Source: an optimization exercise on an open RTL-to-GDS flow (aim: small area and a short achievable clock period). Production flows keep margins and buffers that such runs may drop.
Function was checked by simulation only, so behaviour that the tests miss may differ from the original.
Power is estimated from default activity; no workload was simulated.

alpha:
## bullet_pool
module bullet_pool #(
   parameter int DATA_WIDTH    = 32,
   parameter int ADDRESS_WIDTH = 6,
   parameter int DEPTH         = 64
) (
   input  logic                     clk,
   input  logic                     reset_n,
   input  logic                     alloc_req,
   input  logic [DATA_WIDTH-1:0]    alloc_data,
   output logic                     alloc_ack,
   output logic                     alloc_fail,
   output logic [ADDRESS_WIDTH-1:0] alloc_addr,
   output logic                     full,
   output logic [ADDRESS_WIDTH:0]   count,
   input  logic                     wEn,
   input  logic [ADDRESS_WIDTH-1:0] wAddr,
   input  logic [DATA_WIDTH-1:0]    dataIn,
   input  logic                     free_req,
   input  logic [ADDRESS_WIDTH-1:0] free_addr,
   input  logic                     readEn,
   input  logic [ADDRESS_WIDTH-1:0] rAddr,
   output logic [DATA_WIDTH-1:0]    dataOut,
   output logic                     rValid,
   input  logic                     scan_start,
   output logic                     scan_busy,
   output logic                     scan_valid,
   output logic [ADDRESS_WIDTH-1:0] scan_addr,
   output logic [DATA_WIDTH-1:0]    scan_data,
   output logic                     scan_done
);
   localparam int DW = DATA_WIDTH;
  ...
For scale: about 11000 cells after synthesis, roughly 180 I/O pins, roughly 96000 um2 of cells after synthesis.
==> flow/config.mk <==
export PLATFORM = sky130hd
export DESIGN_NAME = bullet_pool
export DESIGN_NICKNAME = bullet_pool
export VERILOG_FILES = /design/flow/design.v
export SDC_FILE = /design/flow/constraint.sdc
export NUM_CORES = 4
export LEC_CHECK = 0
export CAP_MARGIN = 20
export CORE_MARGIN = 2
export CORE_UTILIZATION = 40
export CTS_CLUSTER_DIAMETER = 60
export CTS_CLUSTER_SIZE = 20
export SETUP_SLACK_MARGIN = 2.3
export SLEW_MARGIN = 20
export SYNTH_HIERARCHICAL = 1
==> flow/constraint.sdc <==
create_clock -name core_clock -period 5.5 [get_ports {clk}]
set_input_delay 1.1000 -clock core_clock [delete_from_list [all_inputs] [get_ports {clk}]]
set_output_delay 1.1000 -clock core_clock [all_outputs]
set_load 0.01 [all_outputs]
standard.sh (not shown) runs the stock make flow with config.mk's settings and CLKGATE_MAP_FILE= SYNTH_SCRIPT=/design/flow/synth_recipe.tcl, a recipe that flattens the netlist after the stock synthesis.
==> flow/flow/run.sh <==
#!/bin/bash
# Own layout flow: the standard flow, with two changes between synthesis and floorplan:
#  - AOI21 gates that synthesis upsized inside the tiny storage-bit modules are set back to
#    drive strength 1 (the resizer upsizes again wherever timing needs it);
#  - ports are buffered with buf_2 instead of the default delay-buffer cell.
# Each tool's full output goes to its own log file in this folder.
set -euo pipefail
RES=orfs/results/${FLOW_PLATFORM}/bullet_pool/base
bash standard.sh synth > flow_synth.log 2>&1
openroad -no_init -exit flow/downsize.tcl > flow_downsize.log 2>&1
touch ${RES}/1_synth.sdc
BUFFER_PORTS_ARGS="-buffer_cell sky130_fd_sc_hd__buf_2" bash standard.sh > flow_layout.log 2>&1
==> flow/flow/downsize.tcl <==
# Set AOI21 cells that synthesis sized up back to drive strength 1.
set res orfs/results/$::env(FLOW_PLATFORM)/bullet_pool/base
read_db $res/1_synth.odb
set db [ord::get_db]
set m1 [$db findMaster sky130_fd_sc_hd__a21oi_1]
set n 0
foreach inst [[ord::get_db_block] getInsts] {
  if {[[$inst getMaster] getName] eq "sky130_fd_sc_hd__a21oi_2"} {
    $inst swapMaster $m1
    incr n
  }
}
puts "downsized $n a21oi_2 cells"
write_db $res/1_synth.odb
diff inputs: alpha => beta
# alpha
export LEC_CHECK = 0
export CAP_MARGIN = 20
export CORE_MARGIN = 2
export CORE_UTILIZATION = 40
export CTS_CLUSTER_DIAMETER = 60
export CTS_CLUSTER_SIZE = 20
export SETUP_SLACK_MARGIN = 2.3
export SLEW_MARGIN = 20
export SYNTH_HIERARCHICAL = 1
create_clock -name core_clock -period 5.5 [get_ports {clk}]
# beta
export LEC_CHECK = 0
export CAP_MARGIN = 20
export CORE_MARGIN = 2
export CORE_UTILIZATION = 40
export CTS_CLUSTER_DIAMETER = 60
export CTS_CLUSTER_SIZE = 20
export SLEW_MARGIN = 20
export SYNTH_HIERARCHICAL = 1
create_clock -name core_clock -period 5.5 [get_ports {clk}]
Notes after the runs:
Comparing combinational fraction of design power for beta and alpha, the bigger number came from alpha. The register-to-register slack reported for beta is smaller than that of alpha by 1.54 ns. Measured against each other, beta and alpha differ in non-clock buffer count, the higher figure coming from alpha. NOTE cell internal power dissipation alpha->beta decreased by a few percent. Final cell utilization of the core (higher): alpha. Total power: beta below alpha.

---

Setup of the baseline:
The RTL this note starts from:
==> flow/design.v <==
module bullet_pool #(
   parameter int DATA_WIDTH    = 32,
   parameter int ADDRESS_WIDTH = 6,
   parameter int DEPTH         = 64
) (
   input  logic                     clk,
   input  logic                     reset_n,
   input  logic                     alloc_req,
   input  logic [DATA_WIDTH-1:0]    alloc_data,
   output logic                     alloc_ack,
   output logic                     alloc_fail,
   output logic [ADDRESS_WIDTH-1:0] alloc_addr,
   output logic                     full,
   output logic [ADDRESS_WIDTH:0]   count,
   input  logic                     wEn,
   input  logic [ADDRESS_WIDTH-1:0] wAddr,
   input  logic [DATA_WIDTH-1:0]    dataIn,
   input  logic                     free_req,
   input  logic [ADDRESS_WIDTH-1:0] free_addr,
   input  logic                     readEn,
   input  logic [ADDRESS_WIDTH-1:0] rAddr,
   output logic [DATA_WIDTH-1:0]    dataOut,
   output logic                     rValid,
   input  logic                     scan_start,
   output logic                     scan_busy,
   output logic                     scan_valid,
   output logic [ADDRESS_WIDTH-1:0] scan_addr,
   output logic [DATA_WIDTH-1:0]    scan_data,
   output logic                     scan_done
);
   localparam int DW = DATA_WIDTH;
   localparam int AW = ADDRESS_WIDTH;
   localparam int CW = ADDRESS_WIDTH + 1;
   logic [DEPTH-1:0][DW-1:0] mem;
   logic [DEPTH-1:0] valid;
   logic           ph;
   logic [DEPTH-1:0] wdec, fdec, rdec, sdec, lfree, lfree_nxt, sdec_nxt;
   logic [AW-1:0]    idx_nxt;
   logic [AW-1:0]    idx;
   logic             busy;
   always_comb begin
      for (int i = 0; i < DEPTH; i++) begin
         wdec[i] = (wAddr == AW'(i));
         fdec[i] = (free_addr == AW'(i));
         rdec[i]     = (rAddr == AW'(i));
         sdec_nxt[i] = (idx_nxt == AW'(i));
      end
   end
   logic [AW-1:0] cand;
   logic [7:0]    gall, gpre;
   always_comb begin
      for (int g = 0; g < 8; g++) begin
         gall[g] = &valid_nxt[8*g +: 8];
         gpre[g] = 1'b1;
         for (int h = 0; h < g; h++) gpre[g] = gpre[g] & gall[h];
      end
      for (int i = 0; i < DEPTH; i++) begin
         logic pin;
         pin = 1'b1;
         for (int j = 8 * (i / 8); j < i; j++) pin = pin & valid_nxt[j];
         lfree_nxt[i] = ~valid_nxt[i] & pin & gpre[i / 8];
      end
      cand = '0;
      for (int i = 0; i < DEPTH; i++)
         cand = cand | ({AW{lfree[i]}} & AW'(i));
   end
   assign full = count[AW];
   logic do_alloc, do_free;
   logic [DEPTH-1:0] wa, wu, hold, valid_nxt;
   assign do_alloc = alloc_req & ~full;
   assign do_free  = free_req & |(fdec & valid);
   always_comb begin
      for (int i = 0; i < DEPTH; i++) begin
         wa[i]        = do_alloc & lfree[i];
         wu[i]        = wEn & wdec[i] & valid[i];
         hold[i]      = ~(wa[i] | wu[i]);
         valid_nxt[i] = (valid[i] & ~(free_req & fdec[i])) | wa[i];
      end
   end
   logic [DW-1:0]    adata_n, udata_n;
   logic [DEPTH-1:0] wa_n, wu_n;
   assign adata_n = ~(alloc_data ^ {DW{ph}});
   assign udata_n = ~(dataIn ^ {DW{ph}});
   assign wa_n    = ~wa;
   assign wu_n    = ~wu;
   for (genvar i = 0; i < DEPTH; i++) begin : g_word
      for (genvar b = 0; b < DW; b++) begin : g_bit
         bp_cell u_cell (
            .clk(clk), .wa_n(wa_n[i]), .a_n(adata_n[b]), .wu_n(wu_n[i]), .u_n(udata_n[b]),
            .h(hold[i]), .q(mem[i][b])
         );
      end
   end
   logic [DEPTH-1:0] rsel_n, ssel_n;
   assign rsel_n = ~rdec;
   assign ssel_n = ~sdec;
   logic [DW-1:0] rmux, smux;
   logic          rv, sv;
   for (genvar b = 0; b < DW; b++) begin : g_rd
      logic [DEPTH-1:0] col;
      always_comb
         for (int i = 0; i < DEPTH; i++) col[i] = mem[i][b];
      bp_mux64 u_rmux (.d(col), .s_n(rsel_n), .y_n(rmux[b]));
      bp_mux64 u_smux (.d(col), .s_n(ssel_n), .y_n(smux[b]));
   end
   always_comb begin
      rv = 1'b0;
      sv = 1'b0;
      for (int i = 0; i < DEPTH; i++) begin
         rv = rv | (rdec[i] & valid[i]);
         sv = sv | (sdec[i] & valid[i]);
      end
   end
   logic [DW-1:0] rval, sval;
   assign rval      = ~(rmux ^ {DW{ph}});
   assign sval      = ~(smux ^ {DW{ph}});
   assign scan_busy = busy;
   assign idx_nxt   = idx + AW'(busy);
   logic [CW-1:0] cnt_inc, cnt_dec, cnt_nxt;
   bp_incdec #(.W(CW)) u_incdec (.a(count), .inc(cnt_inc), .dec(cnt_dec));
   always_comb begin
      case ({do_alloc, do_free})
         2'b10:   cnt_nxt = cnt_inc;
         2'b01:   cnt_nxt = cnt_dec;
         default: cnt_nxt = count;
      endcase
   end
   logic last;
   assign last = busy & (idx == AW'(DEPTH - 1));
   always_ff @(posedge clk or negedge reset_n) begin
      if (!reset_n) begin
         valid      <= '0;
         lfree      <= DEPTH'(1);
         sdec       <= DEPTH'(1);
         count      <= '0;
         ph         <= 1'b0;
         alloc_ack  <= 1'b0;
         alloc_fail <= 1'b0;
         alloc_addr <= '0;
         dataOut    <= '0;
         rValid     <= 1'b0;
         busy       <= 1'b0;
         idx        <= '0;
         scan_valid <= 1'b0;
         scan_done  <= 1'b0;
         scan_addr  <= '0;
         scan_data  <= '0;
      end else begin
         valid      <= valid_nxt;
         lfree      <= lfree_nxt;
         sdec       <= sdec_nxt;
         count      <= cnt_nxt;
         ph         <= ~ph;
         alloc_ack  <= do_alloc;
         alloc_fail <= alloc_req & full;
         alloc_addr <= cand;
         if (readEn) begin
            dataOut <= rval;
            rValid <= rv;
         end
         busy       <= busy ? ~last : scan_start;
         idx        <= idx_nxt;
         scan_valid <= busy & sv;
         scan_done  <= last;
         scan_addr  <= idx;
         scan_data  <= sval;
      end
   end
endmodule
module bp_cell (
   input  logic clk,
   input  logic wa_n,
   input  logic a_n,
   input  logic wu_n,
   input  logic u_n,
   input  logic h,
   output logic q
);
   logic x, d;
   bp_oai22 u_x (.a1(wa_n), .a2(a_n), .b1(wu_n), .b2(u_n), .y(x));
   bp_aoi21 u_d (.a1(h), .a2(q), .b1(x), .y(d));
   always_ff @(posedge clk) q <= d;
endmodule
module bp_incdec #(
   parameter int W = 7
) (
   input  logic [W-1:0] a,
   output logic [W-1:0] inc,
   output logic [W-1:0] dec
);
   assign inc = a + W'(1);
   assign dec = a - W'(1);
endmodule
module bp_mux64 (
   input  logic [63:0] d,
   input  logic [63:0] s_n,
   output logic        y_n
);
   logic [31:0] l1;
   logic [15:0] l2;
   logic [3:0]  l3;
   logic [1:0]  l4;
   for (genvar g = 0; g < 32; g++) begin : g_l1
      bp_oai22 u (.a1(d[2*g]), .a2(s_n[2*g]), .b1(d[2*g+1]), .b2(s_n[2*g+1]), .y(l1[g]));
   end
   for (genvar g = 0; g < 16; g++) begin : g_l2
      bp_nor2 u (.a(l1[2*g]), .b(l1[2*g+1]), .y(l2[g]));
   end
   for (genvar g = 0; g < 4; g++) begin : g_l3
      bp_nand4 u (.a(l2[4*g]), .b(l2[4*g+1]), .c(l2[4*g+2]), .d(l2[4*g+3]), .y(l3[g]));
   end
   for (genvar g = 0; g < 2; g++) begin : g_l4
      bp_nor2 u (.a(l3[2*g]), .b(l3[2*g+1]), .y(l4[g]));
   end
   bp_nand2 u_l5 (.a(l4[0]), .b(l4[1]), .y(y_n));
endmodule
module bp_oai22 (
   input  logic a1, a2, b1, b2,
   output logic y
);
   assign y = ~((a1 | a2) & (b1 | b2));
endmodule
module bp_aoi21 (
   input  logic a1, a2, b1,
   output logic y
);
   assign y = ~((a1 & a2) | b1);
endmodule
module bp_nand4 (
   input  logic a, b, c, d,
   output logic y
);
   assign y = ~(a & b & c & d);
endmodule
module bp_nor2 (
   input  logic a, b,
   output logic y
);
   assign y = ~(a | b);
endmodule
module bp_nand2 (
   input  logic a, b,
   output logic y
);
   assign y = ~(a & b);
endmodule
Settings: LEC_CHECK=0, CAP_MARGIN=20, CORE_MARGIN=2, CORE_UTILIZATION=40, CTS_CLUSTER_DIAMETER=100, CTS_CLUSTER_SIZE=20, SETUP_SLACK_MARGIN=2.5, SLEW_MARGIN=20, SYNTH_HIERARCHICAL=1; clock period 5.5 ns.
==> flow/flow/run.sh <==
#!/bin/bash
# Own layout flow: the standard flow, with two changes between synthesis and floorplan:
#  - drive strengths only (flow/downsize.tcl): AOI21 gates that synthesis upsized inside the
#    tiny storage-bit modules are set back to size 1, and the read-mux stages that drive the
#    long column wires start at size 2 (the resizer still resizes wherever timing needs it);
#  - ports are buffered with buf_2 instead of the default delay-buffer cell.
# Each tool's full output goes to its own log file in this folder.
set -euo pipefail
RES=orfs/results/${FLOW_PLATFORM}/bullet_pool/base
bash standard.sh synth > flow_synth.log 2>&1
openroad -no_init -exit flow/downsize.tcl > flow_downsize.log 2>&1
touch ${RES}/1_synth.sdc
BUFFER_PORTS_ARGS="-buffer_cell sky130_fd_sc_hd__buf_2" bash standard.sh > flow_layout.log 2>&1
Other scripts of this flow, unchanged in this note and not shown: flow/flow/downsize.tcl
The baseline went all the way through synthesis, placement and routing and the layout is clean on timing, DRC and antenna.
Input changes introduced in the candidate (baseline for comparison: the baseline):
- SETUP_SLACK_MARGIN changed from 2.5 to 2.7
==> comparison <==
- Per the comparison of the candidate with the baseline, cell count after placement went down, first-pass detailed-route iteration total grew by 3.
- Summary of the comparison: slew at the pin closest to its max-slew limit is higher in the candidate, relative to the baseline.
- Relative to the baseline, the portion of total power attributed to combinational logic of the candidate is higher by 0.7 points.
- Post-CTS setup-driven buffer insertion count of the candidate exceeds that of the baseline by more than 100%.
- Taking the baseline as the reference point, the number of buffers and inverters on the critical path of the candidate falls by 1.
- For the baseline, the worst setup path endpoint was dataOut[26]$_DFFE_PN0P_, unlike the candidate, where it was scan_data[9]$_DFF_PN0_.

[port drivers added, routing unchanged]
How much do the figures lean on ideal ports? The routed layouts below were timed once more, with nothing changed but the port constraints. Step 1, drivers: a clkbuf_16 drives clk and a buf_2 each remaining input, both assumed. Step 2, shift: input delay + t, output delay - t, t = (earliest + latest rising clock arrival at the registers) / 2. This alone moves slack from input paths to output paths. a / b / c = ideal ports / drivers / drivers and shift; a / b = the first two.
run | t (ns) | setup slack, ns | hold WS [ns] | worst slew at a driven data input, ns | cell pins on the clock port's net
alpha | 0.997 | 1.949 / 1.866 / 0.869 | 0.209 / 0.131 / 0.461 | 0.27 | 1
beta | 0.989 | 0.436 / 0.436 / -0.455 | 0.256 / 0.189 / 0.462 | 0.30 | 1
the baseline | 0.964 | 2.130 / 2.050 / 1.086 | 0.216 / 0.174 / 0.434 | 0.25 | 1
the candidate | 0.951 | 2.382 / 2.222 / 1.271 | 0.224 / 0.187 / 0.426 | 0.37 | 1
Met with ideal ports but missed after step 2: setup timing in beta. The setup slack of the candidate, which loses most, moves by -0.160 ns with the drivers and by -1.111 ns with both steps.
